What follows belongs to an exercise in optimizing a design on an open flow for small area; a production flow would make more cautious choices.
The RTL was checked by simulation tests, not by an equivalence proof against the original design.
Power figures rest on the tool's default switching activity, not on a simulated workload.

`design.v`:
```
`default_nettype none
package brs_pkg;
   parameter int DATA_LEN     = 32;
   parameter int ADDR_LEN     = 32;
   parameter int RRF_SEL      = 6;
   parameter int SPECTAG_LEN  = 5;   
   parameter int ALU_OP_WIDTH = 4;
   parameter int OPCODE_LEN   = 7;
   parameter int PAYLOAD_W = ADDR_LEN + DATA_LEN + RRF_SEL + 1 + ALU_OP_WIDTH + SPECTAG_LEN
                             + OPCODE_LEN;
   parameter int RESULT_W  = DATA_LEN + RRF_SEL + 1;
   parameter int DEF_ENT_NUM    = 4;
   parameter int DEF_NUM_RESULT = 3;
   typedef struct packed {
      logic [ADDR_LEN-1:0]     pc;
      logic [DATA_LEN-1:0]     imm;
      logic [RRF_SEL-1:0]      rrftag;
      logic                    dstval;
      logic [ALU_OP_WIDTH-1:0] alu_op;
      logic [SPECTAG_LEN-1:0]  spectag;
      logic [OPCODE_LEN-1:0]   opcode;
   } rs_payload_t;
   typedef struct packed {
      rs_payload_t         payload;
      logic [DATA_LEN-1:0] src1;      
      logic [DATA_LEN-1:0] src2;
      logic                valid1;
      logic                valid2;
      logic                specbit;
   } rs_write_t;
   typedef struct packed {
      logic [DATA_LEN-1:0] data;
      logic [RRF_SEL-1:0]  dst;
      logic                kill_spec;
   } result_t;
endpackage
`default_nettype wire
`timescale 1ns/1ns
`default_nettype none
module brs_top (
   input  wire          clk,
   input  wire          reset,
   input  wire          we1,
   input  wire          we2,
   input  wire [1:0]    waddr1,
   input  wire [1:0]    waddr2,
   input  wire [153:0]  wdata1,
   input  wire [153:0]  wdata2,
   input  wire [116:0]  result,
   input  wire          clearbusy,
   input  wire [1:0]    issueaddr,
   input  wire          prmiss,
   input  wire          prsuccess,
   input  wire [4:0]    prtag,
   input  wire [4:0]    specfixtag,
   output wire [3:0]    busyvec,
   output wire [3:0]    prbusyvec_next,
   output wire [3:0]    ready,
   output wire [31:0]   ex_src1,
   output wire [31:0]   ex_src2,
   output wire [86:0]   payload,
   output wire          specbit
);
   wire [2:0]  live;
   wire [5:0]  dst  [3];
   wire [31:0] data [3];
   for (genvar b = 0; b < 3; b++) begin : g_bus
      assign live[b] = ~result[39*b];
      assign dst[b]  = result[39*b+1 +: 6];
      assign data[b] = result[39*b+7 +: 32];
   end
   reg  [3:0]  busy;
   reg  [3:0]  spec;
   reg  [3:0]  valid1, valid2;
   reg  [31:0] src1 [4];
   reg  [31:0] src2 [4];
   reg  [86:0] pl   [4];
   wire [3:0]  isel;               
   wire [3:0]  sel1, sel2, we;
   wire [2:0]  m1 [4];             
   wire [2:0]  m2 [4];
   wire [3:0]  survive, keep_spec;
   for (genvar e = 0; e < 4; e++) begin : g_ent
      assign isel[e] = issueaddr == 2'(e);
      assign sel1[e] = we1 & (waddr1 == 2'(e));
      assign sel2[e] = we2 & (waddr2 == 2'(e));
      assign we[e]   = sel1[e] | sel2[e];
      for (genvar b = 0; b < 3; b++) begin : g_m
         assign m1[e][b] = ~valid1[e] & live[b] & (src1[e][5:0] == dst[b]);
         assign m2[e][b] = ~valid2[e] & live[b] & (src2[e][5:0] == dst[b]);
      end
      wire        hold  = ~we[e];
      wire        any1  = |m1[e];
      wire        any2  = |m2[e];
      wire [2:0]  h1    = m1[e] & {3{hold}};
      wire [2:0]  h2    = m2[e] & {3{hold}};
      wire        keep1 = hold & ~any1;
      wire        keep2 = hold & ~any2;
      always_ff @(posedge clk) begin
         src1[e] <= ({32{sel1[e]}} & wdata1[66:35]) | ({32{sel2[e]}} & wdata2[66:35])
                  | ({32{h1[0]}} & data[0]) | ({32{h1[1]}} & data[1]) | ({32{h1[2]}} & data[2])
                  | ({32{keep1}} & src1[e]);
         src2[e] <= ({32{sel1[e]}} & wdata1[34:3]) | ({32{sel2[e]}} & wdata2[34:3])
                  | ({32{h2[0]}} & data[0]) | ({32{h2[1]}} & data[1]) | ({32{h2[2]}} & data[2])
                  | ({32{keep2}} & src2[e]);
         pl[e]   <= ({87{sel1[e]}} & wdata1[153:67]) | ({87{sel2[e]}} & wdata2[153:67])
                  | ({87{hold}} & pl[e]);
      end
      always_ff @(posedge clk) begin
         if (reset) begin
            valid1[e] <= 1'b0;
            valid2[e] <= 1'b0;
         end else begin
            valid1[e] <= (sel1[e] & wdata1[2]) | (sel2[e] & wdata2[2]) | (hold & (valid1[e] | any1));
            valid2[e] <= (sel1[e] & wdata1[1]) | (sel2[e] & wdata2[1]) | (hold & (valid2[e] | any2));
         end
      end
      assign survive[e]   = (pl[e][11:7] & specfixtag) == 5'd0;
      assign keep_spec[e] = pl[e][11:7] != prtag;
      assign ready[e]     = busy[e] & valid1[e] & valid2[e];
   end
   assign busyvec        = busy;
   assign prbusyvec_next = busy & survive;
   wire [3:0] spec_next = spec & keep_spec;
   assign specbit = |(isel & (prsuccess ? spec_next : spec));
   always_ff @(posedge clk) begin
      if (reset) begin
         busy <= 4'd0;
         spec <= 4'd0;
      end else if (prmiss) begin
         busy <= busy & survive;
         spec <= 4'd0;
      end else if (prsuccess) begin
         spec <= spec_next;
         busy <= busy & ~({4{clearbusy}} & isel);
      end else begin
         busy <= (busy | we) & ~({4{clearbusy}} & isel);
         spec <= (spec & ~we) | (sel1 & {4{wdata1[0]}}) | (sel2 & {4{wdata2[0]}});
      end
   end
   wire [2:0] f1, f2;
   wire [3:0] r1, r2;
   assign f1 = ({3{isel[0]}} & m1[0]) | ({3{isel[1]}} & m1[1]) | ({3{isel[2]}} & m1[2]) | ({3{isel[3]}} & m1[3]);
   assign f2 = ({3{isel[0]}} & m2[0]) | ({3{isel[1]}} & m2[1]) | ({3{isel[2]}} & m2[2]) | ({3{isel[3]}} & m2[3]);
   assign r1 = isel & {4{~|f1}};
   assign r2 = isel & {4{~|f2}};
   assign ex_src1 = ({32{r1[0]}} & src1[0]) | ({32{r1[1]}} & src1[1]) | ({32{r1[2]}} & src1[2]) | ({32{r1[3]}} & src1[3])
                  | ({32{f1[0]}} & data[0]) | ({32{f1[1]}} & data[1]) | ({32{f1[2]}} & data[2]);
   assign ex_src2 = ({32{r2[0]}} & src2[0]) | ({32{r2[1]}} & src2[1]) | ({32{r2[2]}} & src2[2]) | ({32{r2[3]}} & src2[3])
                  | ({32{f2[0]}} & data[0]) | ({32{f2[1]}} & data[1]) | ({32{f2[2]}} & data[2]);
   assign payload = ({87{isel[0]}} & pl[0]) | ({87{isel[1]}} & pl[1]) | ({87{isel[2]}} & pl[2]) | ({87{isel[3]}} & pl[3]);
endmodule
`default_nettype wire
```
`flow/run.sh`:
```
#!/bin/bash
# Standard ORFS layout (the standard.sh, unchanged synthesis), with port buffers
# made from the smallest buffer cell and power/area recovery after global routing.
set -euo pipefail
bash standard.sh \
  "BUFFER_PORTS_ARGS=-buffer_cell sky130_fd_sc_hd__buf_1" \
  "RECOVER_POWER=100" \
  finish > standard_flow.log 2>&1
```
`standard.sh`:
```
#!/bin/bash
# synth_recipe.tcl (not shown) runs the flow's synth.tcl, then flattens the netlist and writes it again
# the make line also repeats each setting of config.mk as NAME=value (left out here)
make -C /OpenROAD-flow-scripts/flow DESIGN_CONFIG=/design/flow/config.mk WORK_HOME=/design/flow/orfs CLKGATE_MAP_FILE= SYNTH_SCRIPT=/design/flow/synth_recipe.tcl "${@:-finish}"
```
`config.mk`:
```
export PLATFORM = sky130hd
export DESIGN_NAME = brs_top
export DESIGN_NICKNAME = brs_top
export VERILOG_FILES = /design/flow/design.v
export SDC_FILE = /design/flow/constraint.sdc
export NUM_CORES = 4
export LEC_CHECK = 0
export CAP_MARGIN = 0
export CORE_MARGIN = 2
export CORE_UTILIZATION = 40
export SETUP_SLACK_MARGIN = 0.05
export SLEW_MARGIN = 0
```
`constraint.sdc`:
```
create_clock -name core_clock -period 5.0 [get_ports {clk}]
set_input_delay 1.0000 -clock core_clock [delete_from_list [all_inputs] [get_ports {clk}]]
set_output_delay 1.0000 -clock core_clock [all_outputs]
set_load 0.01 [all_outputs]
```
==> summary.txt, run 1 <==
die width=roughly 300 µm; post-DP HPWL=around 100000 µm; largest net degree at the start of global routing=around 160; largest area contributor in the netlist=dfxtp_1; CTS tree=yes; clock sinks=620; Fail Reasons=max-capacitance violations, max-slew violations; flop2flop setup slack=2.09 ns; P_sw=about 0.0057 W; Worst Path Buf+Inv=3; Worst path depth=10; share of flip-flops with an asynchronous set or reset=0; RSZ-0062 raised after global routing=false; DRC=0; top cells by area, synth=dfxtp_1 (36%), a22oi_1 (14%), nand2_1 (12%), mux4_2 (9.9%), a222oi_1 (7.5%); drt total wl=171000 µm; min-delay worst type=flop to flop; fin crit period=between 4 and 5 ns; Ports=approximately 600; Yosys top cell area share=0.363; core area=85000 µm²; worst hold path depth=2; Final Slew Violations=slightly above 600; # setup viols final=0; H-tree Lvls=3; CP Data Required Time=roughly 4.0 ns; hold_buf cts=0; Final Total Pwr=around 0.017 W; fin crit share=0.964; largest stage delay on the critical path=around 0.52 ns; final hold vios=0; Flop pwr share=0.406; initial core utilization=0.403; Crit Path Class=primary input to output pin; Synthesized Nets=4439; Max Cap Viol=7; crit-path cells=buf_1 -> xor2_1 -> nor3_1 -> nand4_1 -> o22ai_1 -> buf_4 -> a22o_1 -> a221oi_1 -> nand2_1 -> clkbuf_1; Area Growth Syn to Fin=17.5%; Main synth FF type=dfxtp_1; Syn Std Cell Area=approximately 34000 µm²; CP Max Fanout=32; Rel. slew slack=-1.17; Nets=4775; dpl ws=around 0.15 ns; clock slew at reported path FFs=about 0.060 ns; Overall Global Routing Usage=0.368; CP delay by family, top=simple AND/OR/NAND/NOR gates; worst r2r path cells=7; count leader, synth=nand2_1; die height=approximately 300 µm; first-pass GRT wire length=243000 µm; vias in the first global route=between 30000 and 40000; clock root cell=clkbuf_16; die footprint=88000 µm²; TritonCTS Buffers=75; worst-margin pin slew=3.24 ns; crit path max-delay cell type=buf_4; Syn Area/Cell=8.58 µm²; DRT iter0 DRCs=6751; Comb pwr share=0.247; Clock Latency Late Sink=0.66 ns; grt total ovfl=0; row count=around 110; Max Fclk=slightly above 200 MHz; Clock power frac=0.347; DR WL/cell=just over 30 µm; crit path setup slack, layout=between 0.15 and 0.2 ns; clock buffer depth=3; crit path capture type=output pin; startpoint class of the critical path=primary input; Leakage Power=15.8 nW; status=finished with violations; WP data arrival=about 3.8 ns; initial antenna violation count=between 50 and 60; FF+latch count, synth=between 600 and 700; Yosys warning total=4; layout cells sized above 1=0.0976; power density over the cells=around 420 nW/µm²; vias per cell=approximately 7; # port buffers=611; Sw Share=0.337; ANT nets after route=0; clock skew after layout=around 0.033 ns; sequential area share after synthesis=0.363; Distinct cells, synth=43; Commonest cells post-synth=nand2_1 (1059), a22oi_1 (627), dfxtp_1 (620); P_int=around 0.011 W; first drt pass iteration count=17; VDD IR max=approximately 390 µV; setup_tns=0 ns; Finished Layout Cells=roughly 5600; Cells after DPL=5393; routability cong.=between 0.9 and 1; Mapped Cells=about 4000; Post-synth EDFFs=0; via count=38000
## area by class of cell
class	instances	area (µm²)
Tap cell	1144	1430
Sequential cell	620	12400
Clock inverter	28	519
Inverter	3	11.3
Clock buffer	109	2120
Fill cell	8404	44800
Antenna cell	57	143
Multi-Input combinational cell	2907	20300
Timing Repair Buffer	720	3250
## placed cells by master, fill, tap and decap left out, types with 3 or more instances in the layout
cell type and count:
nand3_1 285, inv_6 3, a31oi_1 4, buf_1 596
inv_1 3, a22o_1 48, clkbuf_8 12, and4_1 10
nor2_4 35, or2_2 3, a21oi_1 16, o22ai_4 3
a221o_1 51, clkinv_2 6, and3_1 6, clkinv_16 4
clkbuf_4 6, xor2_1 91, clkbuf_16 75, clkbuf_1 37
o221ai_1 4, diode_2 57, buf_12 12, dfxtp_1 620
o22ai_1 3, nand4_1 39, bufinv_16 9, a221oi_1 29
buf_4 85, nor3_1 35, a22oi_1 627, mux4_2 151
nand2_1 1059, clkbuf_2 5, nor2_1 30, o21ai_0 27
xnor2_1 73, a222oi_1 256
## what timing repair did
item                       4_1_cts  5_1_grt
setup endpoints to repair        0        7
resized for setup                0        1
buffers inserted                 0        1
## worst min-delay path, stage by stage, from the launching register on
cell	delay (ns)
dfxtp_1	0.30
nand2_1	0.05
nand2_1	0.04
## path summary, 6_finish.rpt
| check | startpoint | end |
|---|---|---|
| min reg2reg | pl[2][55]$_DFF_P_ | pl[2][55]$_DFF_P_ |
| min | pl[2][55]$_DFF_P_ | pl[2][55]$_DFF_P_ |
| max | result[45] | ex_src1[0] |
| max reg2reg | src1[3][5]$_DFF_P_ | src1[3][4]$_DFF_P_ |
## state kept, by name (all words and copies together) (netlist names)
name	cells
src2	128
valid1	4
pl	348
busy	4
src1	128
valid2	4
spec	4
## through the flow
step	hold slack, ns	util	cell area (µm²)
4_1_cts	0.439	0.473	40200
5_1_grt	0.449	0.473	40200
3_3_place_gp	0.426	0.442	37600
3_5_place_dp	0.430	0.442	37600
6_report	0.437	0.473	40200
2_1_floorplan	0.417	-	34200
## power by group through the flow
stage,Sequential [W],Clock [W],Combinational [W]
3_5_place_dp,0.00693,0,0.00410
6_report,0.00689,0.00590,0.00420
2_1_floorplan,0.00662,0,0.00272
3_3_place_gp,0.00693,0,0.00405
4_1_cts,0.00684,0.00594,0.00412
5_1_grt,0.00697,0.00613,0.00452
## kinds of logic after synthesis
family	count (synthesis)	synth area share
AO/OA/AOI/OAI	1072	0.257
multiplexers	154	0.100
buffers and inverters	464	0.0534
XOR/XNOR	164	0.0420
flip-flops	620	0.363
AND/OR/NAND/NOR	1517	0.184
## metal layers
layer,GRT usage,vias up,routed length (µm)
met5,0.00277,-,210
li1,-,16000,-
met3,0.118,702,24400
met4,0.203,26,9700
met2,0.545,3124,74400
met1,0.474,18200,62600
==> run 2, diff against run 1 <==
==> flow/run.sh (replaced) <==
#!/bin/bash
# Standard ORFS layout through the standard.sh, with two changes:
#  - synthesis is synth_recipe.tcl unchanged except that Yosys's abc call uses an
#    area-oriented ABC script (flow/abc_area.script); registers are mapped before abc,
#    so they are exactly those of the standard synthesis;
#    abc also leaves out a222oi_1, whose pins the detailed router struggles to reach;
#  - port buffers use the smallest buffer cell.
# Each tool's output goes to logs under orfs/logs; make's output to standard_flow.log.
set -euo pipefail
W=$(pwd)
export MY_ABC_SCRIPT="$W/flow/abc_area.script"
{
  head -n 1 synth_recipe.tcl
  cat <<'EOT'
proc abc {args} {
  set i [lsearch -exact $args -script]
  if {$i >= 0} { lset args [expr {$i + 1}] $::env(MY_ABC_SCRIPT) }
  yosys abc {*}$args -dont_use sky130_fd_sc_hd__a222oi_1
}
EOT
  tail -n +2 synth_recipe.tcl
} > "$W/area_synth.tcl"
bash standard.sh \
  "SYNTH_SCRIPT=$W/area_synth.tcl" \
  "BUFFER_PORTS_ARGS=-buffer_cell sky130_fd_sc_hd__buf_1" \
  finish > standard_flow.log 2>&1
==> flow/abc_area.script (new file) <==
strash
&get -n
&st
&dch
&nf -R 1000
&st
&dch
&nf -R 1000
&put
==> summary.txt, run 2 <==
clock root cell=clkbuf_16; Cells after DPL=approximately 6000; # setup viols final=0; crit path setup slack, layout=0.0981 ns; DRC=0; FF+latch count, synth=a little over 600; sequential area share after synthesis=0.391; WP data arrival=3.90 ns; highest-count cells in the layout ignoring fill and taps=nand2_1 (1401), a22oi_1 (1111), dfxtp_1 (618); Area Growth Syn to Fin=26.9%; ANT nets after route=0; Max Cap Viol=0; Nets=around 5400; initial antenna violation count=between 50 and 60; Distinct cells, synth=36; die footprint=81500 µm²; post-DP HPWL=around 100000 µm; top cells by area, synth=dfxtp_1 (39%), a22oi_1 (26%), nand2_1 (17%), nand4_1 (5.8%), a22o_1 (1.9%); Final Total Pwr=between 0.015 and 0.02 W; Finished Layout Cells=6055; largest family of logic cells by synthesized area=compound AO/OA/AOI/OAI gates; max reg flops=about 350; layout cells sized above 1=0.0801; worst hold path depth=2; P_sw=slightly below 0.006 W; Final Cell Area=40200 µm²; Yosys warning total=4; vias in the first global route=between 30000 and 40000; Comb pwr share=0.248; Synthesized Nets=4476; DRT iter0 DRCs=between 5000 and 6000; flop2flop setup slack=1.84 ns; status=no timing/DRC/antenna violations; Commonest cells post-synth=nand2_1 (1403), a22oi_1 (1111), dfxtp_1 (620); Overall Global Routing Usage=0.395; post-synthesis adder-cell area fraction=0; largest net degree at the start of global routing=around 160; RSZ-0062 raised after global routing=false; worst r2r path cells=9; Syn Std Cell Area=31700 µm²; first drt pass iteration count=7; VDD IR max=271 µV; H-tree Lvls=3; Top reg by flops=pl; count leader, synth=nand2_1; Rel. slew slack=0.0595; core area=roughly 79000 µm²; CP Data Required Time=about 4.0 ns; Main synth FF type=dfxtp_1; Clock Latency Late Sink=about 0.63 ns; initial core utilization=0.403; commonest non-fill, non-tap cell in the layout=nand2_1; final hold vios=0; first-pass GRT wire length=around 250000 µm; power density over the cells=417 nW/µm²; Syn Area/Cell=7.87 µm²; R2R Path End=src2[1][29]$_DFF_P_; post-synthesis compound-gate area fraction=0.334; worst-margin pin slew=between 1 and 1.5 ns; WHS Endpoint=pl[3][13]$_DFF_P_; Post-synth EDFFs=0; dpl ws=-0.237 ns; Flop pwr share=0.421; Synth Area in XOR/XNOR=0.0180; top flop regs=pl: 348 flops, src1: 128 flops, src2: 128 flops; Leakage Power=15.7 nW; fin crit share=0.980; clock skew after layout=around 0.025 ns; drt total wl=169000 µm; Crit Path Class=flop to output pin; startpoint class of the critical path=flop; hold slack=roughly 0.43 ns; share of flip-flops with an asynchronous set or reset=0; clock slew at reported path FFs=0.06 ns; P_int=approximately 0.011 W; hold_sp=pl[3][13]$_DFF_P_; Clock power frac=0.332; TritonCTS Buffers=between 70 and 80; CP Max Fanout=9; min-delay worst type=flop to flop; Worst R2R Start=src2[1][4]$_DFF_P_; routability cong.=1.05; DR WL/cell=about 28 µm; grt total ovfl=0; die width=286 µm; Yosys top cell area share=0.391; Final Slew Violations=0; largest area contributor in the netlist=dfxtp_1; row count=103; CTS tree=yes; Sw Share=0.352; dpl cell area=about 37000 µm²; via count=40400; crit path capture type=output pin; vias per cell=6.68; mux share of post-synthesis cell area=0; Simple-Gate Fraction of Synth Area=0.250; # port buffers=just over 600; die height=about 290 µm; Max Fclk=204 MHz; fin crit period=~5 ns; clock buffer depth=3; Ports=roughly 600; hold_buf cts=0; clock sinks=between 600 and 700; Mapped Cells=4028
[run 2: changes by cell type after synthesis, moves of 39 or more]
cell      delta
clkinv_1    +54
nand3_1    -231
a21oi_1     +41
mux4_2     -151
a221o_1     -51
nand2_1    +344
a222oi_1   -256
o22ai_1     +49
xnor2_1     -52
a22oi_1    +484
xor2_1      -47
nand4_1    +256
clkbuf_1   -385
buf_1       -39
[run 2: cell type report]
cell class,count,area [µm²]
Timing Repair Buffer,805,4140
Fill cell,7906,38500
Sequential cell,620,12400
Multi-Input combinational cell,3356,19600
Antenna cell,38,95.1
Tap cell,1050,1310
Inverter,54,203
Clock inverter,22,267
Clock buffer,110,2200
[run 2: worst max-delay path, stage by stage (launching register included)]
cell and delay, ns:
dfxtp_1 0.54, clkinv_1 0.29, o22ai_1 0.22, a21oi_1 0.06, nand4_1 0.19, o22ai_1 0.11
or2_2 0.30, or3_1 0.40, buf_12 0.17, nor2_4 0.26, buf_12 0.19, a22oi_1 0.08
nand4_1 0.28, clkbuf_2 0.19
[run 2: timing repair]
action | 4_1_cts | 5_1_grt
setup endpoints to repair | 32 | 59
setup buffers | 6 | 5
gates cloned | 2 | 0
pin swaps | 3 | 12
resized for setup | 5 | 34
[run 2: cells by family (layout without fill, tap and decap cells)]
family          Yosys count  in the layout
other cells               0             38
buf+inv                  54            991
flops                   620            620
compound gates         1421           1421
simple gates           1868           1870
xor+xnor                 65             65
[run 2: how the worst max path moves through the flow]
stage	startpoint	end	slack (ns)	cells past startpoint
5_1_grt	result[3]	ex_src1[21]	0.03	16
3_5_place_dp	result[42]	ex_src1[31]	-0.24	14
3_3_place_gp	result[42]	ex_src1[19]	-0.24	15
4_1_cts	result[44]	ex_src1[23]	0.06	15
2_1_floorplan	we2	src1[0][12]$_DFF_P_	-3.06	5
6_report	src2[1][2]$_DFF_P_	ex_src2[2]	0.1	13
[run 2: metal layers]
layer	track usage	routed length, µm	vias up	share of wire
met4	0.233	11200	46	0.066
li1	-	-	17500	-
met2	0.604	73600	2898	0.43
met1	0.490	63200	19200	0.37
met5	0	312	-	0.0018
met3	0.118	21200	748	0.12
[run 2: power by group through the flow]
stage	clock [W]	sequential (W)	combinational (W)
after floorplan	0	0.00677	0.00226
after global placement	0	0.00708	0.00394
after detailed placement	0	0.00707	0.00399
after CTS	0.00559	0.00698	0.00403
after global routing	0.00577	0.00714	0.00450
final	0.00556	0.00705	0.00415
[run 2: through the flow]
stage / setup TNS (ns) / util
2_1_floorplan: -356.92 / -
3_3_place_gp: -5.80 / 0.475
3_5_place_dp: -5.39 / 0.475
4_1_cts: 0 / 0.508
5_1_grt: 0 / 0.510
6_report: 0 / 0.511
==> run 3, diff against run 2 <==
--- a/config.mk
+++ b/config.mk
@@ -8,5 +8,8 @@
 export CAP_MARGIN = 0
 export CORE_MARGIN = 2
 export CORE_UTILIZATION = 40
+export CTS_BUF_LIST = sky130_fd_sc_hd__clkbuf_16
+export CTS_CLUSTER_DIAMETER = 80
+export CTS_CLUSTER_SIZE = 20
 export SETUP_SLACK_MARGIN = 0.05
 export SLEW_MARGIN = 0
==> summary.txt, run 3 <==
status=no timing/DRC/antenna violations; Ports=612; Clock Latency Late Sink=0.63 ns; Worst path depth=15; fill cell count=7991; final hold vios=0; initial core utilization=0.403; die width=286 µm; core area=78700 µm²; worst r2r path cells=11; Synthesized Nets=4476; crit-path cells=buf_1 -> buf_4 -> buf_4 -> xor2_1 -> a221oi_1 -> nand4_1 -> o22ai_1 -> or2_2 -> or3_1 -> buf_12 -> nor2_4 -> buf_12 -> a22oi_1 -> nand4_1 -> buf_1; crit path max-delay cell type=or3_1; Worst Path Buf+Inv=6; dpl ws=-0.237 ns; worst-margin pin slew=1.35 ns; setup_tns=0 ns; Syn Area/Cell=a little under 8 µm²; Top reg by flops=pl; Worst R2R Start=src1[1][2]$_DFF_P_; Max Cap Viol=0; commonest non-fill, non-tap cell in the layout=nand2_1; first-pass GRT wire length=between 200000 and 250000 µm; routability cong.=1.05; VDD IR max=approximately 250 µV; crit path from=result[41]; via count=about 40000; drt total wl=between 150000 and 200000 µm; max reg flops=around 350; Rel. slew slack=0.102; Yosys warning total=4; sequential area share after synthesis=0.391; FF+latch count, synth=a little over 600; clock sinks=between 600 and 700; largest net degree at the start of global routing=between 150 and 200; top cells by area, synth=dfxtp_1 (39%), a22oi_1 (26%), nand2_1 (17%), nand4_1 (5.8%), a22o_1 (1.9%); Crit Path Class=primary input to output pin; Max Fclk=around 200 MHz; clock buffer depth=3; Overall Global Routing Usage=0.393; fin crit period=between 4 and 5 ns; largest area contributor in the netlist=dfxtp_1; hold_buf cts=0; Post-synth EDFFs=0; worst hold path depth=2; die height=roughly 290 µm; layout cells sized above 1=0.0724; Syn Std Cell Area=31700 µm²; Mapped Cells=about 4000; # setup viols final=0; Final Slew Violations=0; R2R Path End=src1[1][0]$_DFF_P_; ANT nets after route=0; Nets=approximately 5300; crit path capture type=output pin; power density over the cells=383 nW/µm²; Distinct cells, synth=36; die footprint=81500 µm²; CP Max Fanout=9; CP Data Required Time=approximately 4.0 ns; DR WL/cell=approximately 28 µm; clock root cell=clkbuf_16; crit path setup slack, layout=~0.11 ns; vias in the first global route=between 30000 and 40000; fin crit share=0.979; DRC=0; clock skew after layout=0.0424 ns; highest-count cells in the layout ignoring fill and taps=nand2_1 (1401), a22oi_1 (1110), dfxtp_1 (617); count leader, synth=nand2_1; H-tree Lvls=2; CP delay by family, top=simple AND/OR/NAND/NOR gates; DRT iter0 DRCs=5138; Area Growth Syn to Fin=23.6%; largest stage delay on the critical path=0.40 ns; row count=approximately 100; CTS tree=yes; share of flip-flops with an asynchronous set or reset=0; TritonCTS Buffers=44; hold_sp=pl[0][60]$_DFF_P_; Main synth FF type=dfxtp_1; WHS Endpoint=pl[0][60]$_DFF_P_; clock slew at reported path FFs=approximately 0.080 ns; min-delay worst type=flop to flop; grt total ovfl=0; post-DP HPWL=around 100000 µm; vias per cell=approximately 6.7; Leakage Power=between 15 and 20 nW; # port buffers=between 600 and 700; top flop regs=pl: 348 flops, src1: 128 flops, src2: 128 flops; Commonest cells post-synth=nand2_1 (1403), a22oi_1 (1111), dfxtp_1 (620); initial antenna violation count=57; first drt pass iteration count=7; Yosys top cell area share=0.391; flop2flop setup slack=about 1.9 ns; WP data arrival=3.89 ns; startpoint class of the critical path=primary input
## run 3: cell counts after synthesis
No cell type changed its count.
## run 3: layout make-up
| type | instances | area (µm²) | area share |
|---|---|---|---|
| antenna | 36 | 90.1 | 0.00230 |
| clock buffer | 46 | 1150 | 0.0294 |
| clock inverter | 24 | 225 | 0.00575 |
| inverter | 54 | 203 | 0.00517 |
| multi-input combinational | 3356 | 19600 | 0.501 |
| sequential | 620 | 12400 | 0.317 |
| tap | 1050 | 1310 | 0.0335 |
| timing repair buffer | 806 | 4150 | 0.106 |
## run 3: logic make-up (layout without fill, tap and decap cells)
group,after synthesis,count (layout),share of synthesized area
simple gates,1868,1870,0.250
xor+xnor,65,65,0.0180
flops,620,620,0.391
compound gates,1421,1421,0.334
buf+inv,54,930,0.00639
other cells,0,36,0
## run 3: worst min-delay path, stage by stage (launching register included)
cell     delay (ns)
dfxtp_1        0.32
nand2_1        0.05
nand2_1        0.04
## run 3: repair_timing
| action | CTS | global route |
|---|---|---|
| endpoints found under the setup margin | 32 | 59 |
| cloned | 2 | 0 |
| gates resized for setup | 5 | 43 |
| pin swaps | 3 | 11 |
| setup buffers | 6 | 6 |
## run 3: worst max path at each step
stage                                     end  slack [ns]
after detailed placement          ex_src1[31]       -0.24
after CTS                         ex_src1[23]        0.06
after global routing               ex_src2[2]       -0.05
final                              ex_src2[2]        0.11
after global placement            ex_src1[19]       -0.24
after floorplan           src1[0][12]$_DFF_P_       -3.06
## run 3: through the flow
stage                util  cell area, µm²  instances  total power, W  hold slack, ns
floorplan               -           31800       4028         0.00903           0.416
global placement    0.475           37400       5872          0.0110           0.424
detailed placement  0.475           37400       5872          0.0111           0.429
CTS                 0.494           38900       5950          0.0148           0.439
global route        0.497           39100       5973          0.0156           0.453
finish              0.498           39200       5992          0.0150           0.438
## run 3: per-layer routing
layer	global-route usage	vias to the layer above	part of all wire	wire, µm
li1	-	17400	-	-
met1	0.493	18900	0.38	63500
met2	0.602	2932	0.44	73600
met3	0.113	682	0.12	21000
met4	0.225	50	0.060	10200
met5	0	-	0.0020	332
## run 3: where the power goes
part	switching [W]	leakage [nW]	total (W)	internal, W
clock network	0.00206	0.676	0.00380	0.00173
registers	0.000928	5.21	0.00704	0.00611
logic	0.00266	9.31	0.00416	0.00150
==> run 4, diff against run 3 <==
--- a/design.v
+++ b/design.v
@@ -96,15 +96,24 @@
       wire [2:0]  h2    = m2[e] & {3{hold}};
       wire        keep1 = hold & ~any1;
       wire        keep2 = hold & ~any2;
+      wire [31:0] src1_d, src2_d;
+      wire [86:0] pl_d;
+      for (genvar i = 0; i < 32; i++) begin : g_op
+         brs_ao6 u_s1 (.a1(sel1[e]), .a2(wdata1[35+i]), .b1(sel2[e]), .b2(wdata2[35+i]),
+                       .c1(h1[0]), .c2(data[0][i]), .d1(h1[1]), .d2(data[1][i]),
+                       .e1(h1[2]), .e2(data[2][i]), .f1(keep1), .f2(src1[e][i]), .y(src1_d[i]));
+         brs_ao6 u_s2 (.a1(sel1[e]), .a2(wdata1[3+i]), .b1(sel2[e]), .b2(wdata2[3+i]),
+                       .c1(h2[0]), .c2(data[0][i]), .d1(h2[1]), .d2(data[1][i]),
+                       .e1(h2[2]), .e2(data[2][i]), .f1(keep2), .f2(src2[e][i]), .y(src2_d[i]));
+      end
+      for (genvar i = 0; i < 87; i++) begin : g_pl
+         brs_ao3 u_p (.a1(sel1[e]), .a2(wdata1[67+i]), .b1(sel2[e]), .b2(wdata2[67+i]),
+                      .c1(hold), .c2(pl[e][i]), .y(pl_d[i]));
+      end
       always_ff @(posedge clk) begin
-         src1[e] <= ({32{sel1[e]}} & wdata1[66:35]) | ({32{sel2[e]}} & wdata2[66:35])
-                  | ({32{h1[0]}} & data[0]) | ({32{h1[1]}} & data[1]) | ({32{h1[2]}} & data[2])
-                  | ({32{keep1}} & src1[e]);
-         src2[e] <= ({32{sel1[e]}} & wdata1[34:3]) | ({32{sel2[e]}} & wdata2[34:3])
-                  | ({32{h2[0]}} & data[0]) | ({32{h2[1]}} & data[1]) | ({32{h2[2]}} & data[2])
-                  | ({32{keep2}} & src2[e]);
-         pl[e]   <= ({87{sel1[e]}} & wdata1[153:67]) | ({87{sel2[e]}} & wdata2[153:67])
-                  | ({87{hold}} & pl[e]);
+         src1[e] <= src1_d;
+         src2[e] <= src2_d;
+         pl[e]   <= pl_d;
       end
       always_ff @(posedge clk) begin
          if (reset) begin
@@ -144,10 +153,31 @@
    assign f2 = ({3{isel[0]}} & m2[0]) | ({3{isel[1]}} & m2[1]) | ({3{isel[2]}} & m2[2]) | ({3{isel[3]}} & m2[3]);
    assign r1 = isel & {4{~|f1}};
    assign r2 = isel & {4{~|f2}};
-   assign ex_src1 = ({32{r1[0]}} & src1[0]) | ({32{r1[1]}} & src1[1]) | ({32{r1[2]}} & src1[2]) | ({32{r1[3]}} & src1[3])
-                  | ({32{f1[0]}} & data[0]) | ({32{f1[1]}} & data[1]) | ({32{f1[2]}} & data[2]);
-   assign ex_src2 = ({32{r2[0]}} & src2[0]) | ({32{r2[1]}} & src2[1]) | ({32{r2[2]}} & src2[2]) | ({32{r2[3]}} & src2[3])
-                  | ({32{f2[0]}} & data[0]) | ({32{f2[1]}} & data[1]) | ({32{f2[2]}} & data[2]);
-   assign payload = ({87{isel[0]}} & pl[0]) | ({87{isel[1]}} & pl[1]) | ({87{isel[2]}} & pl[2]) | ({87{isel[3]}} & pl[3]);
+   for (genvar i = 0; i < 32; i++) begin : g_ex
+      brs_ao7 u_x1 (.a1(r1[0]), .a2(src1[0][i]), .b1(r1[1]), .b2(src1[1][i]),
+                    .c1(r1[2]), .c2(src1[2][i]), .d1(r1[3]), .d2(src1[3][i]),
+                    .e1(f1[0]), .e2(data[0][i]), .f1(f1[1]), .f2(data[1][i]),
+                    .g1(f1[2]), .g2(data[2][i]), .y(ex_src1[i]));
+      brs_ao7 u_x2 (.a1(r2[0]), .a2(src2[0][i]), .b1(r2[1]), .b2(src2[1][i]),
+                    .c1(r2[2]), .c2(src2[2][i]), .d1(r2[3]), .d2(src2[3][i]),
+                    .e1(f2[0]), .e2(data[0][i]), .f1(f2[1]), .f2(data[1][i]),
+                    .g1(f2[2]), .g2(data[2][i]), .y(ex_src2[i]));
+   end
+   for (genvar i = 0; i < 87; i++) begin : g_rd
+      brs_ao4 u_rd (.a1(isel[0]), .a2(pl[0][i]), .b1(isel[1]), .b2(pl[1][i]),
+                    .c1(isel[2]), .c2(pl[2][i]), .d1(isel[3]), .d2(pl[3][i]), .y(payload[i]));
+   end
+endmodule
+module brs_ao3 (input wire a1, a2, b1, b2, c1, c2, output wire y);
+   assign y = (a1 & a2) | (b1 & b2) | (c1 & c2);
+endmodule
+module brs_ao4 (input wire a1, a2, b1, b2, c1, c2, d1, d2, output wire y);
+   assign y = (a1 & a2) | (b1 & b2) | (c1 & c2) | (d1 & d2);
+endmodule
+module brs_ao6 (input wire a1, a2, b1, b2, c1, c2, d1, d2, e1, e2, f1, f2, output wire y);
+   assign y = (a1 & a2) | (b1 & b2) | (c1 & c2) | (d1 & d2) | (e1 & e2) | (f1 & f2);
+endmodule
+module brs_ao7 (input wire a1, a2, b1, b2, c1, c2, d1, d2, e1, e2, f1, f2, g1, g2, output wire y);
+   assign y = (a1 & a2) | (b1 & b2) | (c1 & c2) | (d1 & d2) | (e1 & e2) | (f1 & f2) | (g1 & g2);
 endmodule
 `default_nettype wire
--- a/flow/run.sh
+++ b/flow/run.sh
@@ -3,6 +3,8 @@
 #  - synthesis is synth_recipe.tcl unchanged except that Yosys's abc call uses an
 #    area-oriented ABC script (flow/abc_area.script); registers are mapped before abc,
 #    so they are exactly those of the standard synthesis;
+#    the brs_ao* bit cells keep their hierarchy through abc, so each is mapped on its own,
+#    and are flattened afterwards as synth_recipe.tcl does;
 #    abc also leaves out a222oi_1, whose pins the detailed router struggles to reach;
 #  - port buffers use the smallest buffer cell.
 # Each tool's output goes to logs under orfs/logs; make's output to standard_flow.log.
@@ -22,5 +24,6 @@
 } > "$W/area_synth.tcl"
 bash standard.sh \
   "SYNTH_SCRIPT=$W/area_synth.tcl" \
+  "SYNTH_KEEP_MODULES=brs_ao3 brs_ao4 brs_ao6 brs_ao7" \
   "BUFFER_PORTS_ARGS=-buffer_cell sky130_fd_sc_hd__buf_1" \
   finish > standard_flow.log 2>&1
==> summary.txt, run 4 <==
Comb pwr share=0.285; Sw Share=0.372; Clock Latency Late Sink=roughly 0.62 ns; count leader, synth=a22oi_1; drt total wl=between 150000 and 200000 µm; Yosys warning total=7; DRT iter0 DRCs=roughly 5000; Syn Std Cell Area=31300 µm²; max reg flops=roughly 350; share of flip-flops with an asynchronous set or reset=0; worst r2r path cells=9; Finished Layout Cells=between 5000 and 6000; Syn Area/Cell=about 8.4 µm²; commonest non-fill, non-tap cell in the layout=a22oi_1; Cells after DPL=about 5600; die height=~280 µm; Nets=between 5000 and 6000; P_int=approximately 0.0095 W; die footprint=~81000 µm²; die width=284 µm; clock slew at reported path FFs=0.08 ns; Overall Global Routing Usage=0.399; Max Cap Viol=0; initial antenna violation count=55; Flop pwr share=0.465; largest area contributor in the netlist=dfxtp_1; DR top layer=met5; clock skew after layout=0.0263 ns; Worst R2R Start=src1[2][0]$_DFF_P_; crit path capture type=output pin; startpoint class of the critical path=primary input; # port buffers=~610; FF+latch count, synth=620; grt total ovfl=0; Ports=612; WHS Endpoint=pl[3][43]$_DFF_P_; hold_sp=pl[3][43]$_DFF_P_; DR WL/cell=roughly 30 µm; Crit Path Class=primary input to output pin; worst-margin pin slew=approximately 1.3 ns; Top reg by flops=pl; min-delay worst type=flop to flop; sequential area share after synthesis=0.396; Area Growth Syn to Fin=24.5%; via count=just under 40000; Main synth FF type=dfxtp_1; # setup viols final=0; first drt pass iteration count=8; crit path from=result[40]; Synthesized Nets=4180; layout cells sized above 1=0.0919; fin crit period=4.87 ns; core area=around 77000 µm²; highest-count cells in the layout ignoring fill and taps=a22oi_1 (1370), nand2_1 (775), dfxtp_1 (618); Leakage Power=15.2 nW; initial core utilization=0.405; Max Fclk=about 210 MHz; vias in the first global route=approximately 37000; fill cell count=7900; flop2flop setup slack=about 2.0 ns; RSZ-0062 raised after global routing=true; Distinct cells, synth=36; clock root cell=clkbuf_16; CTS tree=yes; Yosys top cell area share=0.396; routability cong.=1.03; TritonCTS Buffers=43; Final Slew Violations=0; routed wl met3=19700 µm; setup_tns=0 ns; P_sw=roughly 0.0056 W; Mapped Cells=around 3700; ANT nets after route=0; Clock power frac=0.250; worst hold path depth=2; WL met1=about 64000 µm; fin crit share=0.974; final hold vios=0; VDD IR max=approximately 280 µV; H-tree Lvls=2; CP Data Required Time=about 4.0 ns; post-DP HPWL=roughly 100000 µm; largest net degree at the start of global routing=roughly 160; top cells by area, synth=dfxtp_1 (40%), a22oi_1 (33%), nand2_1 (10%), nand3_1 (5.6%), a221oi_1 (2.1%); first-pass GRT wire length=roughly 250000 µm; Rel. slew slack=0.124; vias per cell=6.84; hold_buf cts=0; DRC=0; Post-synth EDFFs=0; row count=around 100; top flop regs=pl: 348 flops, src1: 128 flops, src2: 128 flops; clock sinks=620; CP Max Fanout=15; status=no timing/DRC/antenna violations; met2 WL=roughly 76000 µm; clock buffer depth=3; Commonest cells post-synth=a22oi_1 (1370), nand2_1 (862), dfxtp_1 (620); R2R Path End=src1[2][1]$_DFF_P_; WP data arrival=3.87 ns; power density over the cells=between 300 and 400 nW/µm²; hold slack=around 0.44 ns
==> run 4: cell count changes after synthesis, moves of 4 or more <==
cell / change
a21oi_1: -33
a221oi_1: +28
a22oi_1: +259
and2_0: -4
nand2_1: -541
nand3_1: +294
nand4_1: -286
nor2_1: -10
o21ai_0: -7
o221ai_1: +4
o22ai_1: -15
xor2_1: +7
==> run 4: layer usage <==
| layer | track usage | up-vias |
|---|---|---|
| met2 | 0.622 | 2776 |
| met1 | 0.502 | 18600 |
| met5 | 0 | - |
| met3 | 0.103 | 644 |
| li1 | - | 16800 |
| met4 | 0.223 | 40 |
==> run 4: kinds of logic (layout without fill, tap and decap cells) <==
kind of cell,Yosys count,count (layout),share of synthesized area
flip-flops,620,620,0.396
AND/OR/NAND/NOR,1320,1320,0.176
XOR/XNOR,73,73,0.0204
AO/OA/AOI/OAI,1662,1662,0.401
other,0,41,0
buffers and inverters,57,928,0.00683
==> run 4: Yosys stat by module (local to each module, per instance) <==
| module | flip-flops and latches | area, µm² |
|---|---|---|
| brs_ao7 | 0 | 33.8 |
| brs_ao4 | 0 | 18.8 |
| brs_top | 620 | 15300 |
| brs_ao6 | 0 | 27.5 |
| brs_ao3 | 0 | 15.0 |
==> run 4: worst max-delay path by stage <==
stage | to | slack (ns) | cells past startpoint
6_report | ex_src1[25] | 0.13 | 16
5_1_grt | ex_src1[25] | 0.007 | 16
4_1_cts | ex_src1[25] | 0.11 | 14
3_5_place_dp | ex_src1[25] | -0.06 | 14
3_3_place_gp | ex_src1[25] | -0.06 | 14
2_1_floorplan | busy[0]$_SDFF_PP0_ | -0.65 | 8
==> run 4: power groups by stage <==
stage               sequential [W]  clock [W]  combinational (W)
global placement           0.00712          0            0.00417
floorplan                  0.00678          0            0.00243
global route               0.00716    0.00397            0.00470
CTS                        0.00701    0.00381            0.00422
finish                     0.00706    0.00379            0.00432
detailed placement         0.00711          0            0.00420
==> run 4: final cells by class <==
| class | count | area (µm²) | share of cell area |
|---|---|---|---|
| clock buffer | 44 | 1100 | 0.0282 |
| sequential | 620 | 12400 | 0.318 |
| multi-input combinational | 3055 | 19400 | 0.497 |
| inverter | 57 | 246 | 0.00631 |
| antenna | 41 | 103 | 0.00263 |
| tap | 1040 | 1300 | 0.0333 |
| timing repair buffer | 803 | 4200 | 0.108 |
| clock inverter | 24 | 269 | 0.00689 |
==> run 4: what timing repair did <==
action | 4_1_cts | 5_1_grt
setup buffers | 3 | 2
pin swaps | 1 | 3
resized for setup | 2 | 20
setup endpoints to repair | 56 | 56
gates cloned | 0 | 0
==> run 4: stage by stage <==
step	area, µm²	total power, W	setup slack (ns)	utilization
floorplan	31700	0.00921	-0.649	-
global placement	37500	0.0113	-0.0635	0.483
detailed placement	37500	0.0113	-0.0574	0.483
CTS	38900	0.0150	0.111	0.502
global route	39000	0.0158	0.00733	0.503
finish	39000	0.0152	0.130	0.504
==> run 4: worst max-delay path: stages <==
cell and delay (ns):
buf_1 0.09, clkinv_1 0.11, o22ai_1 0.12, a2111oi_1 0.42
nand2_1 0.11, nor3b_1 0.26, buf_4 0.17, a21oi_1 0.09
o221ai_4 0.09, or3_4 0.24, nor2_4 0.07, buf_12 0.16
a22o_1 0.23, a221oi_1 0.21, nand3_1 0.25, buf_1 0.20
==> run 5, diff against run 4 <==
--- a/config.mk
+++ b/config.mk
@@ -7,9 +7,9 @@
 export LEC_CHECK = 0
 export CAP_MARGIN = 0
 export CORE_MARGIN = 2
-export CORE_UTILIZATION = 40
+export CORE_UTILIZATION = 50
 export CTS_BUF_LIST = sky130_fd_sc_hd__clkbuf_16
-export CTS_CLUSTER_DIAMETER = 80
-export CTS_CLUSTER_SIZE = 20
-export SETUP_SLACK_MARGIN = 0.05
+export CTS_CLUSTER_DIAMETER = 100
+export CTS_CLUSTER_SIZE = 25
+export SETUP_SLACK_MARGIN = 0.03
 export SLEW_MARGIN = 0
==> summary.txt, run 5 <==
Cells after DPL=5366; initial core utilization=0.507; commonest non-fill, non-tap cell in the layout=a22oi_1; clock sinks=620; FF+latch count, synth=between 600 and 700; flop2flop setup slack=between 2 and 2.5 ns; Top reg by flops=pl; routed wl met3=between 20000 and 25000 µm; R2R Path End=src2[3][30]$_DFF_P_; vias per cell=around 7.3; max reg flops=348; WL met1=between 50000 and 60000 µm; top cells by area, synth=dfxtp_1 (40%), a22oi_1 (33%), nand2_1 (10%), nand3_1 (5.6%), a221oi_1 (2.1%); DR WL/cell=around 30 µm; RSZ-0062 raised after global routing=true; die width=254 µm; DRT iter0 DRCs=6540; fin crit period=~5 ns; WHS Endpoint=pl[1][64]$_DFF_P_; share of flip-flops with an asynchronous set or reset=0; first-pass GRT wire length=237000 µm; Clock Latency Late Sink=between 0.6 and 0.7 ns; min-delay worst type=flop to flop; highest-count cells in the layout ignoring fill and taps=a22oi_1 (1370), nand2_1 (775), dfxtp_1 (617); WP data arrival=~3.9 ns; Overall Global Routing Usage=0.483; row count=91; power density over the cells=approximately 380 nW/µm²; Max Cap Viol=0; # port buffers=about 610; Max Fclk=slightly above 200 MHz; worst-margin pin slew=~1.4 ns; DRC=0; sequential area share after synthesis=0.396; hold slack=around 0.44 ns; register area=12400 µm²; final hold vios=0; die height=254 µm; status=no timing/DRC/antenna violations; first drt pass iteration count=9; Synthesized Nets=roughly 4200; largest net degree at the start of global routing=between 150 and 200; worst hold path depth=2; # setup viols final=0; Util after Layout=0.620; footprint of the multi-input gates=slightly below 20000 µm²; Nets=roughly 5000; Syn Std Cell Area=roughly 31000 µm²; VDD IR max=roughly 280 µV; met2 WL=approximately 70000 µm; Final Slew Violations=0; core area=roughly 62000 µm²; Yosys warning total=7; Distinct cells, synth=36; routability cong.=1.05; via count=39800; count leader, synth=a22oi_1; top flop regs=pl: 348 flops, src1: 128 flops, src2: 128 flops; layout cells sized above 1=0.0890; Yosys top cell area share=0.396; clock root cell=clkbuf_16; clock slew at reported path FFs=about 0.090 ns; clock skew after layout=0.0370 ns; grt total ovfl=0; drt total wl=~170000 µm; CP Max Fanout=5; hold_sp=pl[1][64]$_DFF_P_; Area Growth Syn to Fin=22.4%; Ports=612; Rel. slew slack=0.0495; largest area contributor in the netlist=dfxtp_1; Worst R2R Start=src2[3][4]$_DFF_P_; setup_tns=0 ns; Commonest cells post-synth=a22oi_1 (1370), nand2_1 (862), dfxtp_1 (620); clock buffer depth=3; Crit Path Class=flop to output pin; Leakage Power=roughly 15 nW; Main synth FF type=dfxtp_1; CTS tree=yes; Finished Layout Cells=5466; fill cell count=~5800; CP Data Required Time=~4 ns; hold_buf cts=0; startpoint class of the critical path=flop; fin crit share=0.985; initial antenna violation count=just under 50; Mapped Cells=~3700; H-tree Lvls=1; worst r2r path cells=10; die footprint=~65000 µm²; vias in the first global route=around 36000; ANT nets after route=0; TritonCTS Buffers=31; DR top layer=met5; post-DP HPWL=101000 µm; crit path capture type=output pin; Post-synth EDFFs=0; Syn Area/Cell=about 8.4 µm²
run 5: cell count changes in the layout (fill, tap and decap cells not counted), sizes merged:
cell	delta
clkinv	-7
inv	-6
nor2	+2
diode	+13
bufinv	-2
clkbuf	-17
clkinvlp	+1
buf	+1
run 5: layout make-up:
class                   instances  area share
clock buffers                  31      0.0202
multi-input cells            3057       0.508
well taps                     837      0.0273
inverters                      57     0.00652
clock inverters                10     0.00323
diodes                         54     0.00352
flip-flops and latches        620       0.324
repair buffers                800       0.108
run 5: worst max path at each step:
stage | to | cells past startpoint | slack (ns) | from
floorplan | busy[0]$_SDFF_PP0_ | 8 | -0.65 | we1
CTS | ex_src1[25] | 12 | 0.09 | src1[2][5]$_DFF_P_
global placement | ex_src1[31] | 14 | -0.10 | result[43]
global route | ex_src1[1] | 15 | 0.008 | result[82]
detailed placement | ex_src1[31] | 16 | -0.08 | result[40]
finish | ex_src2[25] | 11 | 0.08 | src2[3][4]$_DFF_P_
run 5: cells by family (layout without fill, tap and decap cells):
kind of cell              after synthesis  count (layout)  share of synthesized area
other                                   0              54                          0
and+or+nand+nor                      1320            1322                      0.176
DFF                                   620             620                      0.396
xor gates and xnor gates               73              73                     0.0204
buffers and inverters                  57             898                    0.00683
AOI/OAI and AO/OA                    1662            1662                      0.401
run 5: critical path, stage by stage, from the launching register on:
cell	delay (ns)
dfxtp_1	0.51
clkinv_1	0.23
a221oi_1	0.45
o221a_1	0.26
o2111ai_1	0.22
o221ai_4	0.23
or3_4	0.24
nor2_4	0.10
a22o_1	0.25
a221oi_1	0.28
nand3_2	0.28
buf_1	0.20
run 5: routing by layer:
metal	track usage	up-vias
met4	0.315	26
met3	0.155	902
met5	0.00301	-
met1	0.605	18600
met2	0.712	3502
li1	-	16800
run 5: what timing repair did:
action	CTS	global route
setup endpoints to repair	38	62
gates resized for setup	8	28
pin swaps	4	3
cloned	2	0
setup buffers	2	1
run 5: Yosys stat by module (local to each module, per instance):
module / cells inside / cell area, µm²
brs_ao3: 3 / 15.0
brs_top: 1083 / 15300
brs_ao7: 5 / 33.8
brs_ao4: 3 / 18.8
brs_ao6: 4 / 27.5
run 5: stage by stage:
step	worst slack (ns)	area, µm²	total power [W]
floorplan	-0.649	31700	0.00921
global placement	-0.102	37200	0.0112
detailed placement	-0.0794	37200	0.0113
CTS	0.0933	38100	0.0141
global route	0.00809	38300	0.0149
finish	0.0762	38400	0.0144
run 5: power breakdown:
group,switching [W],internal [W]
logic,0.00271,0.00166
clock network,0.00181,0.00116
registers,0.000954,0.00610
total,0.00548,0.00892
==> run 6, diff against run 5 <==
--- a/config.mk
+++ b/config.mk
@@ -11,5 +11,6 @@
 export CTS_BUF_LIST = sky130_fd_sc_hd__clkbuf_16
 export CTS_CLUSTER_DIAMETER = 100
 export CTS_CLUSTER_SIZE = 25
+export PLACE_DENSITY = 0.7
 export SETUP_SLACK_MARGIN = 0.03
 export SLEW_MARGIN = 0
==> summary.txt, run 6 <==
Ports=a little over 600; clock skew after layout=0.0167 ns; fin crit share=0.968; WP data arrival=3.84 ns; clock slew at reported path FFs=roughly 0.1 ns; VDD IR max=roughly 260 µV; vias in the first global route=between 30000 and 40000; post-DP HPWL=94700 µm; crit-path cells=buf_1 -> xor2_1 -> a221oi_1 -> or4b_1 -> o22a_1 -> o221ai_4 -> or3_4 -> buf_12 -> nor2_4 -> buf_12 -> a22o_1 -> a221oi_1 -> nand3_1 -> buf_1; power density over the cells=approximately 370 nW/µm²; routability cong.=between 1 and 1.5; H-tree Lvls=1; Main synth FF type=dfxtp_1; final hold vios=0; Yosys warning total=7; Syn Std Cell Area=roughly 31000 µm²; crit path setup slack, layout=roughly 0.16 ns; dpl ws=-0.0192 ns; CP Data Required Time=about 4 ns; die height=roughly 250 µm; max reg flops=approximately 350; initial antenna violation count=52; Finished Layout Cells=5435; core area=61800 µm²; top flop regs=pl: 348 flops, src1: 128 flops, src2: 128 flops; Yosys top cell area share=0.396; # setup viols final=0; Overall Global Routing Usage=0.462; Leakage Power=14.9 nW; CTS tree=yes; Crit Path Class=primary input to output pin; Synth Area in XOR/XNOR=0.0204; worst-margin pin slew=between 1 and 1.5 ns; min-delay worst type=flop to flop; clock sinks=620; TritonCTS Buffers=31; via count=approximately 39000; initial core utilization=0.507; Final Slew Violations=0; post-synthesis compound-gate area fraction=0.401; post-synthesis adder-cell area fraction=0; largest net degree at the start of global routing=~160; Final Cell Area=roughly 38000 µm²; sequential area share after synthesis=0.396; Nets=4994; Commonest cells post-synth=a22oi_1 (1370), nand2_1 (862), dfxtp_1 (620); dpl cell area=between 30000 and 40000 µm²; layout cells sized above 1=0.0845; largest stage delay on the critical path=a little over 0.5 ns; ANT nets after route=0; Simple-Gate Fraction of Synth Area=0.176; status=no timing/DRC/antenna violations; first-pass GRT wire length=~230000 µm; drt total wl=approximately 160000 µm; Clock Latency Late Sink=about 0.66 ns; clock root cell=clkbuf_16; crit path max-delay cell type=or4b_1; CP Max Fanout=17; mux share of post-synthesis cell area=0; die width=254 µm; largest family of logic cells by synthesized area=compound AO/OA/AOI/OAI gates; Distinct cells, synth=36; grt total ovfl=0; # port buffers=611; RSZ-0062 raised after global routing=false; clock buffer depth=3; Cells after DPL=roughly 5300; share of flip-flops with an asynchronous set or reset=0; Max Fclk=between 200 and 250 MHz; Post-synth EDFFs=0; fin crit period=just under 5 ns; top cells by area, synth=dfxtp_1 (40%), a22oi_1 (33%), nand2_1 (10%), nand3_1 (5.6%), a221oi_1 (2.1%); vias per cell=7.22; row count=91; Mapped Cells=roughly 3700; commonest non-fill, non-tap cell in the layout=a22oi_1; highest-count cells in the layout ignoring fill and taps=a22oi_1 (1370), nand2_1 (775), dfxtp_1 (616); DRT iter0 DRCs=~5700; largest area contributor in the netlist=dfxtp_1; count leader, synth=a22oi_1; startpoint class of the critical path=primary input; Area Growth Syn to Fin=21.7%; crit path capture type=output pin; Max Cap Viol=0; Synthesized Nets=around 4200; Top reg by flops=pl; FF+latch count, synth=620; first drt pass iteration count=8; Rel. slew slack=0.115; die footprint=~65000 µm²; Syn Area/Cell=8.40 µm²; DR WL/cell=between 20 and 30 µm; DRC=0
## run 6: worst paths after layout
kind                            from                 end  slack [ns]  cells after the start
setup / recovery           result[3]          ex_src1[1]        0.16                     14
hold / removal     pl[3][54]$_DFF_P_   pl[3][54]$_DFF_P_        0.44                      2
setup reg to reg  src1[1][1]$_DFF_P_  src1[1][9]$_DFF_P_        1.96                      8
hold reg to reg    pl[3][54]$_DFF_P_   pl[3][54]$_DFF_P_        0.44                      2
## run 6: per-stage QoR
step	setup TNS [ns]	power [W]	util	hold WS, ns
final	0	0.0143	0.617	0.440
after global routing	0	0.0149	0.616	0.453
after CTS	0	0.0141	0.614	0.443
after detailed placement	-0.0383	0.0111	0.599	0.429
after global placement	0	0.0111	0.599	0.424
after floorplan	-46.36	0.00921	-	0.416
## run 6: report_power, final
part	total, W	internal (W)	switching (W)	leakage (nW)
clock network	0.00307	0.00127	0.00180	0.469
logic	0.00421	0.00163	0.00258	9.23
registers	0.00701	0.00610	0.000918	5.21
## run 6: final cells by class
cell class,instances,area [µm²]
clock inverter,14,178
fill,5885,23700
timing repair buffer,781,3960
sequential,620,12400
clock buffer,31,776
tap,837,1050
inverter,57,246
multi-input combinational,3055,19400
antenna,40,100
## run 6: per-module statistics from Yosys (local to each module, per instance)
module | times used | area, µm²
brs_ao4 | 87 | 18.8
brs_ao7 | 64 | 33.8
brs_ao3 | 348 | 15.0
brs_top | 1 | 15300
brs_ao6 | 256 | 27.5
## run 6: kinds of logic after synthesis
kind of cell    count (synthesis)
compound gates               1662
simple gates                 1320
flops                         620
xor+xnor                       73
buf+inv                        57
## run 6: what timing repair did
action	CTS	global route
setup endpoints to repair	9	64
hold buffers	0	0
gates resized for setup	1	30
setup buffers	0	2
pin swaps	0	5
## run 6: metal layers
layer,global-route usage,up-vias,part of all wire
met5,0.00226,-,0.0016
met4,0.282,38,0.069
met3,0.148,786,0.14
met2,0.679,3292,0.42
met1,0.589,18400,0.36
li1,-,16700,-
## run 6: critical path: cells and delay by family
family	cells	cell delay, ns
AO/OA/AOI/OAI	5	1.02
AND/OR/NAND/NOR	4	0.96
buffers and inverters	4	0.75
XOR/XNOR	1	0.11
==> run 7, diff against run 6 <==
--- a/config.mk
+++ b/config.mk
@@ -12,5 +12,5 @@
 export CTS_CLUSTER_DIAMETER = 100
 export CTS_CLUSTER_SIZE = 25
 export PLACE_DENSITY = 0.7
-export SETUP_SLACK_MARGIN = 0.03
+export SETUP_SLACK_MARGIN = 0.015
 export SLEW_MARGIN = 0
==> summary.txt, run 7 <==
Max Cap Viol=0; Syn Std Cell Area=between 30000 and 40000 µm²; largest net degree at the start of global routing=approximately 160; row count=91; highest-count cells in the layout ignoring fill and taps=a22oi_1 (1370), nand2_1 (775), dfxtp_1 (619); VDD IR max=~320 µV; Ports=~610; Overall Global Routing Usage=0.459; worst hold path depth=2; hold_buf cts=0; fin crit share=0.972; Yosys warning total=7; min-delay worst type=flop to flop; clock slew at reported path FFs=around 0.11 ns; vias per cell=~7.2; Post-synth EDFFs=0; TritonCTS Buffers=31; count leader, synth=a22oi_1; Max Fclk=between 200 and 250 MHz; Worst Path Buf+Inv=3; first-pass GRT wire length=about 230000 µm; Synthesized Nets=between 4000 and 5000; fin crit period=between 4 and 5 ns; largest stage delay on the critical path=between 0.5 and 0.6 ns; Mapped Cells=about 3700; drt total wl=158000 µm; status=no timing/DRC/antenna violations; vias in the first global route=~36000; DRC=0; initial core utilization=0.507; clock buffer depth=3; layout cells sized above 1=0.0808; R2R Path End=src1[2][5]$_DFF_P_; ANT nets after route=0; initial antenna violation count=47; Crit Path Class=flop to output pin; flop2flop setup slack=roughly 1.9 ns; CP Max Fanout=26; Top reg by flops=pl; WHS Endpoint=pl[1][77]$_DFF_P_; Yosys top cell area share=0.396; die width=~250 µm; CP Data Required Time=4.00 ns; # setup viols final=0; Area Growth Syn to Fin=21.4%; Finished Layout Cells=around 5400; Worst R2R Start=src1[2][5]$_DFF_P_; Syn Area/Cell=approximately 8.4 µm²; FF+latch count, synth=slightly above 600; power density over the cells=approximately 370 nW/µm²; Nets=between 4000 and 5000; DRT iter0 DRCs=about 6400; routability cong.=around 1.1; Final Slew Violations=0; clock root cell=clkbuf_16; DR WL/cell=approximately 29 µm; first drt pass iteration count=9; sequential area share after synthesis=0.396; commonest non-fill, non-tap cell in the layout=a22oi_1; Commonest cells post-synth=a22oi_1 (1370), nand2_1 (862), dfxtp_1 (620); hold_sp=pl[1][77]$_DFF_P_; hold slack=between 0.4 and 0.5 ns; grt total ovfl=0; CP delay by family, top=compound AO/OA/AOI/OAI gates; largest area contributor in the netlist=dfxtp_1; Cells after DPL=~5300; share of flip-flops with an asynchronous set or reset=0; max reg flops=348; Distinct cells, synth=36; clock skew after layout=around 0.039 ns; crit path capture type=output pin; Leakage Power=between 10 and 15 nW; die height=approximately 250 µm; worst-margin pin slew=1.26 ns; Main synth FF type=dfxtp_1; Clock Latency Late Sink=0.67 ns; post-DP HPWL=~93000 µm; crit-path cells=clkinv_1 -> a221oi_1 -> or4b_1 -> o22a_1 -> o221ai_4 -> or3_4 -> nor2_4 -> buf_12 -> a22o_1 -> a221oi_1 -> nand3_1 -> buf_1; WP data arrival=a little under 4 ns; Final Total Pwr=~0.014 W; top cells by area, synth=dfxtp_1 (40%), a22oi_1 (33%), nand2_1 (10%), nand3_1 (5.6%), a221oi_1 (2.1%); via count=between 30000 and 40000; most used cell along the critical path=a221oi_1; top flop regs=pl: 348 flops, src1: 128 flops, src2: 128 flops; crit path max-delay cell type=dfxtp_1; # port buffers=approximately 610; final hold vios=0; CTS tree=yes; clock sinks=620; startpoint class of the critical path=flop; fill cell count=approximately 5800; die footprint=approximately 65000 µm²; worst r2r path cells=8; H-tree Lvls=1; core area=61800 µm²; Rel. slew slack=0.158
run 7: cell counts after synthesis:
Identical to the previous run, type by type.
run 7: layout make-up:
| class | instances | area (µm²) | share of cell area |
|---|---|---|---|
| tap | 837 | 1050 | 0.0275 |
| clock buffer | 31 | 776 | 0.0204 |
| multi-input combinational | 3055 | 19400 | 0.511 |
| clock inverter | 12 | 156 | 0.00411 |
| inverter | 57 | 243 | 0.00638 |
| timing repair buffer | 766 | 3840 | 0.101 |
| antenna | 49 | 123 | 0.00322 |
| sequential | 620 | 12400 | 0.326 |
run 7: metrics by stage:
step | util | instance area [µm²] | setup WS (ns) | TNS (ns)
4_1_cts | 0.612 | 37800 | 0.0642 | 0
5_1_grt | 0.614 | 38000 | -0.0323 | -0.0323
6_report | 0.615 | 38000 | 0.138 | 0
2_1_floorplan | - | 31700 | -0.649 | -46.38
3_5_place_dp | 0.597 | 36900 | 0.0784 | 0
3_3_place_gp | 0.597 | 36900 | 0.110 | 0
run 7: repair_timing:
action / in CTS / in global routing
setup endpoints to repair: 1 / 64
setup buffers: 0 / 2
pin swaps: 0 / 5
gates resized for setup: 1 / 27
run 7: worst max-delay path by stage:
stage,start,to,slack [ns],depth (start not counted)
6_report,src1[2][5]$_DFF_P_,ex_src1[29],0.14,12
3_3_place_gp,result[42],ex_src2[25],0.11,13
4_1_cts,src1[2][5]$_DFF_P_,ex_src1[29],0.06,12
2_1_floorplan,we1,busy[0]$_SDFF_PP0_,-0.65,8
3_5_place_dp,result[3],ex_src1[29],0.08,14
5_1_grt,src2[2][1]$_DFF_P_,ex_src2[31],-0.03,13
run 7: cell families (layout without fill, tap and decap cells):
logic type,count (synthesis),after routing,synth area share
AO/OA/AOI/OAI,1662,1662,0.401
XOR/XNOR,73,73,0.0204
buffers and inverters,57,866,0.00683
flip-flops,620,620,0.396
other,0,49,0
AND/OR/NAND/NOR,1320,1320,0.176
run 7: Yosys stat by module, one instance, submodules excluded:
module   flip-flops and latches  cells  times used  cell area, µm²
brs_top                     620   1083           1           15300
brs_ao4                       0      3          87            18.8
brs_ao6                       0      4         256            27.5
brs_ao3                       0      3         348            15.0
brs_ao7                       0      5          64            33.8
run 7: worst register-to-register path: stages, from the launching register on:
cell and delay (ns):
dfxtp_1 0.52, clkinv_1 0.22, a221oi_1 0.26, or4b_1 0.52
buf_4 0.19, nor2_4 0.71, buf_4 0.38, a22oi_1 0.13
nand3_1 0.14
run 7: per-layer routing:
metal,vias to the layer above,wire (µm),global-route usage
met4,14,12100,0.280
met5,-,90,0.00526
li1,16700,-,-
met3,833,24400,0.155
met1,18200,55400,0.580
met2,3347,65700,0.674
run 7: where the power goes:
| group | internal (W) | switching [W] |
|---|---|---|
| clock | 0.00121 | 0.00181 |
| combinational | 0.00162 | 0.00260 |
| sequential | 0.00609 | 0.000920 |
| total | 0.00893 | 0.00533 |

[port drivers added, routing unchanged]
The results above use ideal ports. As a check the final layouts listed here were re-extracted and re-timed, cells and wires unchanged. Step 1, drivers: a clkbuf_16 drives clk and a buf_2 each remaining input, both assumed. Step 2, shift: input delay + t, output delay - t, t = (earliest + latest rising clock arrival at the registers) / 2. This alone moves slack from input paths to output paths. Three values: no drivers, after step 1, after step 2; two values: the first two.
run | shift t [ns] | setup slack, ns | hold WS [ns] | worst slew at a driven data input, ns
run 1 | 0.710 | 0.182 / 0.121 / -0.556 | 0.437 / 0.437 / 0.437 | 0.18
run 2 | 0.694 | 0.098 / 0.022 / 0.091 | 0.434 / 0.434 / 0.434 | 0.18
run 3 | 0.684 | 0.106 / 0.030 / 0.063 | 0.438 / 0.438 / 0.438 | 0.19
run 4 | 0.678 | 0.130 / 0.070 / 0.107 | 0.438 / 0.438 / 0.438 | 0.15
run 5 | 0.732 | 0.076 / 0.008 / 0.052 | 0.440 / 0.440 / 0.440 | 0.21
run 6 | 0.719 | 0.162 / 0.111 / 0.129 | 0.440 / 0.440 / 0.440 | 0.16
run 7 | 0.721 | 0.138 / 0.070 / 0.127 | 0.440 / 0.440 / 0.440 | 0.17
The setup slack of run 1, which loses most, moves by -0.061 ns with the drivers and by -0.738 ns with both steps.
